Context: an optimization exercise on an open-source flow, tuned for small area and a short achievable clock period. The choices shown serve that exercise and are no tape-out recipe. The RTL was checked by simulation tests, not by an equivalence proof against the original design. Power is estimated from default activity; no workload was simulated.

## conv_top
module conv_top (
	input  logic    clk,
	input  logic    rst_n,
	input  logic    filter_valid,
	input  logic    image_valid,
	input  conv_pkg::sample_t in_data,
	output logic    out_valid,
	output conv_pkg::result_t out_data
);
	localparam int COL_LAT = 3;
	localparam int ROW_LAT = 3;
	conv_pkg::sample_t [conv_pkg::TAPS-1:0] row_taps;
	conv_pkg::sample_t [conv_pkg::TAPS-1:0] col_taps;
	logic       res_flag;
	conv_pkg::sample_t [conv_pkg::TAPS-1:0] col_pix;
	conv_pkg::col_sum_t cs;
	logic [COL_LAT+ROW_LAT-1:0] res_pipe;
	filter_tap_loader u_filter_tap_loader (
		.clk          (clk),
		.filter_valid (filter_valid),
		.in_data      (in_data),
		.row_taps     (row_taps),
		.col_taps     (col_taps)
	);
	row_result_store u_row_result_store (
		.clk         (clk),
		.rst_n       (rst_n),
		.image_valid (image_valid),
		.in_data     (in_data),
		.res_flag    (res_flag),
		.col_pix     (col_pix)
	);
	vertical_filter u_vertical_filter (
		.clk       (clk),
		.col_pix   (col_pix),
		.col_taps  (col_taps),
		.cs        (cs)
	);
	horizontal_filter u_horizontal_filter (
		.clk       (clk),
		.cs        (cs),
		.row_taps  (row_taps),
		.out_data  (out_data)
	);
	always_ff @(posedge clk or negedge rst_n) begin
		if (!rst_n) begin
			res_pipe <= '0;
		end else begin
			res_pipe <= {res_pipe[COL_LAT+ROW_LAT-2:0], res_flag};
		end
	end
	assign out_valid = res_pipe[COL_LAT+ROW_LAT-1];
endmodule
Size in the first run: ~1200 cells after synthesis, roughly 25 I/O pins, ~18000 µm² of cells after synthesis.
Settings: LEC_CHECK=0, ABC_CLOCK_PERIOD_IN_PS=2300, CAP_MARGIN=20, CORE_MARGIN=2, CORE_UTILIZATION=40, CTS_BUF_LIST=sky130_fd_sc_hd__clkbuf_16, CTS_CLUSTER_DIAMETER=120, CTS_CLUSTER_SIZE=30, PLACE_DENSITY=0.75, SETUP_SLACK_MARGIN=2.2, SLEW_MARGIN=20, SYNTH_HIERARCHICAL=1; clock period 4.5 ns.
run.sh (not shown) runs the stock make flow with config.mk's settings and CLKGATE_MAP_FILE= SYNTH_SCRIPT=/design/flow/synth_recipe.tcl, a recipe that flattens the netlist after the stock synthesis.
The starting point went through all stages and came out clean.
Rerun with:
Settings changed: ABC_CLOCK_PERIOD_IN_PS 2300 to 2150, CTS_CLUSTER_DIAMETER 120 to 150, CTS_CLUSTER_SIZE 30 to 25, PLACE_DENSITY 0.75 to unset, SETUP_SLACK_MARGIN 2.2 to 2.35.
The changed run ran to the end with no violations.
Register-to-register slack stays flat.
Synthesized area is unchanged.
Wire length goes up by a few percent.
Core utilization came out higher by 1.0 points.

---

## job 8347
Another version of the RTL of conv_top (not shown whole).
Size: roughly 25 I/O pins, ~17000 µm² of cells after synthesis.
==> flow/config.mk <==
export PLATFORM = sky130hd
export DESIGN_NAME = conv_top
export DESIGN_NICKNAME = conv_top
export VERILOG_FILES = /design/flow/design.v
export SDC_FILE = /design/flow/constraint.sdc
export NUM_CORES = 4
export LEC_CHECK = 0
export ABC_CLOCK_PERIOD_IN_PS = 2050
export CAP_MARGIN = 20
export CORE_MARGIN = 2
export CORE_UTILIZATION = 40
export CTS_BUF_LIST = sky130_fd_sc_hd__clkbuf_16
export CTS_CLUSTER_DIAMETER = 150
export CTS_CLUSTER_SIZE = 25
export SETUP_SLACK_MARGIN = 2.45
export SLEW_MARGIN = 20
export SYNTH_HIERARCHICAL = 1
==> flow/constraint.sdc <==
create_clock -name core_clock -period 4.5 [get_ports {clk}]
set_input_delay 0.9000 -clock core_clock [delete_from_list [all_inputs] [get_ports {clk}]]
set_output_delay 0.9000 -clock core_clock [all_outputs]
set_load 0.01 [all_outputs]
Job 8347 went all the way through the flow, and no timing, DRC or antenna check failed.
Input changes introduced in job 4480 (baseline for comparison: job 8347):
- SETUP_SLACK_MARGIN changed from 2.45 to 2.55
==> comparison <==
Job 4480 against job 8347: depth of the most critical reg-to-reg path has decreased, final critical-path setup slack now sits higher, synthesis-to-layout area growth +1.2 points, final clock period utilization by the worst path now sits lower. Run comparison: job 4480 critical path endpoint out_valid; job 8347 critical path endpoint u_vertical_filter.ct_s0[6]$_DFF_P_. Re final critical-path required period: job 8347 was higher than job 4480. Net switching power deteriorates in job 4480 relative to job 8347. Min average detailed-routed wire length per instance across job 4480 and job 8347: job 4480.
What job 477 does differently from job 4480 at the input level:
- CORE_UTILIZATION: 40 -> 50
### Flow results
Measured against each other, job 477 and job 4480 differ in sequential share of layout area, the lower figure coming from job 4480.
Clock period minus worst slack sits lower in job 477 than in job 4480.
[job 477 vs job 4480] fraction of layout cells with a size suffix above 1: higher in job 477
Comparing wire length of the first global-routing pass for job 477 and job 4480, the smaller number came from job 477.
Status: relative contribution of the clock network to total power parity (job 4480, job 477)
Total track usage: job 477 vs job 4480 up 3.5 points
Arrival time at the worst endpoint in job 477 is 0.03 ns lower than in job 4480

---

v59:
conv_top, a different RTL version from the one above (not shown whole).
Size: ~400 flip-flops, ~25 I/O pins, ~17,000 µm² of cells after synthesis.
Settings: LEC_CHECK=0, ABC_CLOCK_PERIOD_IN_PS=2300, CAP_MARGIN=20, CORE_MARGIN=2, CORE_UTILIZATION=40, CTS_BUF_LIST=sky130_fd_sc_hd__clkbuf_8 sky130_fd_sc_hd__clkbuf_16, CTS_CLUSTER_DIAMETER=200, CTS_CLUSTER_SIZE=20, SETUP_SLACK_MARGIN=2.2, SLEW_MARGIN=20, SYNTH_HIERARCHICAL=1; clock period 4.5 ns.
Changes in v20 relative to v59:
- a change of CTS_CLUSTER_DIAMETER from 200 to 150
- a change of CTS_BUF_LIST from sky130_fd_sc_hd__clkbuf_8 sky130_fd_sc_hd__clkbuf_16 to sky130_fd_sc_hd__clkbuf_16
- a change of CTS_CLUSTER_SIZE from 20 to 25
## What came out
Taking v59 as the reference, in v20 final period demand of the worst path shows a reduction of 5.0 ps; synthesized cell count shows no meaningful change; largest clock skew in the final design shows a reduction of 11 ps; total CTS buffers shows a reduction of 4; net count reported at finish shows a reduction of about 0.34%.
Reported for v20 and v59, area occupied by registers turned out identical to the last digit.
Status: total number of vias parity (v59, v20)
Modified inputs, v31 compared to v20
- CTS_CLUSTER_SIZE now 30, was 25
- CTS_BUF_LIST now sky130_fd_sc_hd__clkbuf_4 sky130_fd_sc_hd__clkbuf_8, was sky130_fd_sc_hd__clkbuf_16
- CTS_CLUSTER_DIAMETER no longer set, was 150
## What came out
Between v31 and v20, count of plain and timing-repair buffers in the layout is higher for v31, v20 comes in under that.
On minimum setup slack in the final design, v20 loses to v31.
In terms of overall die area, v31 and v20 differ only marginally.
Going from v20 to v31, via count grew by a few percent.
The cell count in v20 is 0.948 times that in v31.
When v31 is measured against v20, its slew at the pin closest to its max-slew limit turns out 5.4 ps higher.

---

Setup of main:
RTL: one of the versions met above, not the one the previous note started from.
For scale: roughly 1,700 cells after synthesis, roughly 25 I/O pins, roughly 0.019 mm^2 of cells after synthesis.
clock: 4.5 ns
lec_check: 0
abc_area: 1
abc_clock_period_in_ps: 2300
cap_margin: 20
core_margin: 2
core_utilization: 40
cts_buf_list: sky130_fd_sc_hd__clkbuf_16
cts_cluster_diameter: 150
cts_cluster_size: 25
setup_slack_margin: 2.2
slew_margin: 20
synth_hierarchical: 1
Looking at the reports, main completed the entire flow and the layout it produced met the timing, DRC and antenna checks.
The following lists how the feature branch was set up differently from main:
Settings: swapping 2.2 for 2.1 in SETUP_SLACK_MARGIN; clearing ABC_AREA, which used to be 1; swapping 2300 for 2400 in ABC_CLOCK_PERIOD_IN_PS.
## What came out
The number of resized instances in the post-cts repair step reported for the feature branch is smaller than that of main by 15.
Final worst clock skew ends up lower on main.
Taking main as 1.0, the feature branch lands at 0.916 on fill cell instance count of the final layout.
Between the feature branch and main, the area share of buffers outside the clock network is lower for the feature branch.
On wire length, the lower figure sits with the feature branch, not main.
When the feature branch is measured against main, its combinational group share of total power turns out 0.2 points lower.
The feature branch -> main: clock power share flat
Synthesized cell area went down by a few percent going from main to the feature branch.
Combinational power delta (the feature branch -> main): insignificant
main vs the feature branch, timing endpoint of the critical path: u_vertical_filter.ct_s0[28]$_DFF_P_ vs u_horizontal_filter.rt_s0[36]$_DFF_P_

---

== cedar ==
Another version of the RTL of conv_top (not shown whole).
For scale: ~1200 cells after synthesis, about 25 I/O pins.
==> flow/design.v (excerpt) <==
module conv_top (
	input  logic    clk,
	input  logic    rst_n,
	input  logic    filter_valid,
	input  logic    image_valid,
	input  conv_pkg::sample_t in_data,
	output logic    out_valid,
	output conv_pkg::result_t out_data
);
export LEC_CHECK = 0
export ABC_CLOCK_PERIOD_IN_PS = 2050
export CAP_MARGIN = 20
export CORE_MARGIN = 2
export CORE_UTILIZATION = 40
export CTS_BUF_LIST = sky130_fd_sc_hd__clkbuf_16
export CTS_CLUSTER_DIAMETER = 150
export CTS_CLUSTER_SIZE = 25
export SETUP_SLACK_MARGIN = 2.45
export SLEW_MARGIN = 20
export SYNTH_HIERARCHICAL = 1
create_clock -name core_clock -period 4.5 [get_ports {clk}]
For willow, these inputs were changed with respect to cedar:
Settings: a change of ABC_CLOCK_PERIOD_IN_PS from 2050 to 1900; a change of SETUP_SLACK_MARGIN from 2.45 to 2.6.
[summary]
willow completed every stage of the flow, and the final layout passed the timing, DRC and antenna checks.
The proportion of cell area spent on the clock network of cedar and that of willow are within noise of each other.
Re depth of the most critical reg-to-reg path: no difference whatsoever between willow and cedar.
Taking cedar as the reference, in willow portion of the layout cell area used by non-clock buffers climbed 1.7 points, quantity of gates resized following cts climbed 92.

---

Setup of v6:
conv_top, a different RTL version from the one above (not shown whole).
Size: ~25 I/O pins, roughly 0.017 sq mm of cells after synthesis.
clock: 4.5 ns
lec_check: 0
abc_clock_period_in_ps: 1700
cap_margin: 20
core_margin: 2
core_utilization: 40
cts_buf_list: sky130_fd_sc_hd__clkbuf_16
cts_cluster_diameter: 150
cts_cluster_size: 25
setup_slack_margin: 2.45
slew_margin: 20
synth_hierarchical: 1
v6 finished every step from synthesis to the final layout, and the layout passed the timing, DRC and antenna checks.
Edits applied to the flow inputs when going from v6 to v7:
- ABC_CLOCK_PERIOD_IN_PS: 1700 -> 2600
[summary]
The flow did not stop early for v7: all stages ran, and the layout cleared the timing, DRC and antenna checks.
Per the final summary, v6 finished and its layout is clean on timing, DRC and antenna.
Compared v6 against v7; mean number of vias per cell within noise.
From v7 to v6, power did not move at all.
Comparing v6 with v7, the cts-stage hold buffer count came out essentially unchanged.
Wire length of the first global-routing pass delta (v6 -> v7): insignificant
Reported for v6 and v7, final clock period utilization by the worst path turned out identical to the last digit.
Iteration-0 DRC count of the detailed router: v6 vs v7 identical
From v6 to v7 the numbers moved as follows: share of power burned in registers held; sequential share of layout area barely changed.

separate check: timing with driven ports:
How much do the figures lean on ideal ports? The routed layouts below were timed once more, with nothing changed but the port constraints. Step 1 assumes that a clkbuf_16 drives the clock port and a buf_2 every other input. Step 2 times the ports against the registers' clock, not the clock port: input delays grow and output delays shrink by t, the midpoint of the rising clock arrivals with the driver on. Three values: ideal, step 1, step 2; two values: the first two.
run | shift t [ns] | slack for setup (ns) | worst hold slack (ns) | worst setup path at the end
the first run of note 1 | 0.578 | 2.236 / 2.188 / 1.736 | 0.337 / 0.337 / 0.337 | input to register
the second run of note 1 | 0.593 | 2.280 / 2.280 / 1.845 | 0.335 / 0.335 / 0.335 | input to register
job 8347 | 0.603 | 2.484 / 2.436 / 1.911 | 0.338 / 0.338 / 0.338 | input to register
job 4480 | 0.599 | 2.541 / 2.492 / 1.998 | 0.338 / 0.338 / 0.338 | input to register
job 477 | 0.577 | 2.568 / 2.517 / 2.060 | 0.338 / 0.338 / 0.338 | input to register
v59 | 0.610 | 2.108 / 2.108 / 1.555 | 0.330 / 0.330 / 0.330 | input to register
v20 | 0.589 | 2.113 / 2.113 / 1.661 | 0.336 / 0.336 / 0.336 | input to register
v31 | 0.656 | 2.144 / 2.144 / 1.600 | 0.319 / 0.319 / 0.319 | input to register
main | 0.596 | 2.321 / 2.322 / 1.756 | 0.334 / 0.334 / 0.334 | input to register
the feature branch | 0.593 | 2.154 / 2.141 / 1.728 | 0.334 / 0.334 / 0.334 | input to register
cedar | 0.599 | 2.453 / 2.443 / 1.940 | 0.328 / 0.328 / 0.328 | input to register
willow | 0.605 | 2.410 / 2.410 / 1.980 | 0.329 / 0.329 / 0.329 | input to register
v6 | 0.579 | 2.487 / 2.441 / 2.110 | 0.338 / 0.338 / 0.338 | input to register
v7 | 0.579 | 2.487 / 2.441 / 2.110 | 0.338 / 0.338 / 0.338 | input to register
After both steps every run listed still meets setup and hold. The setup slack of job 8347, which loses most, moves by -0.048 ns with the drivers and by -0.573 ns with both steps.
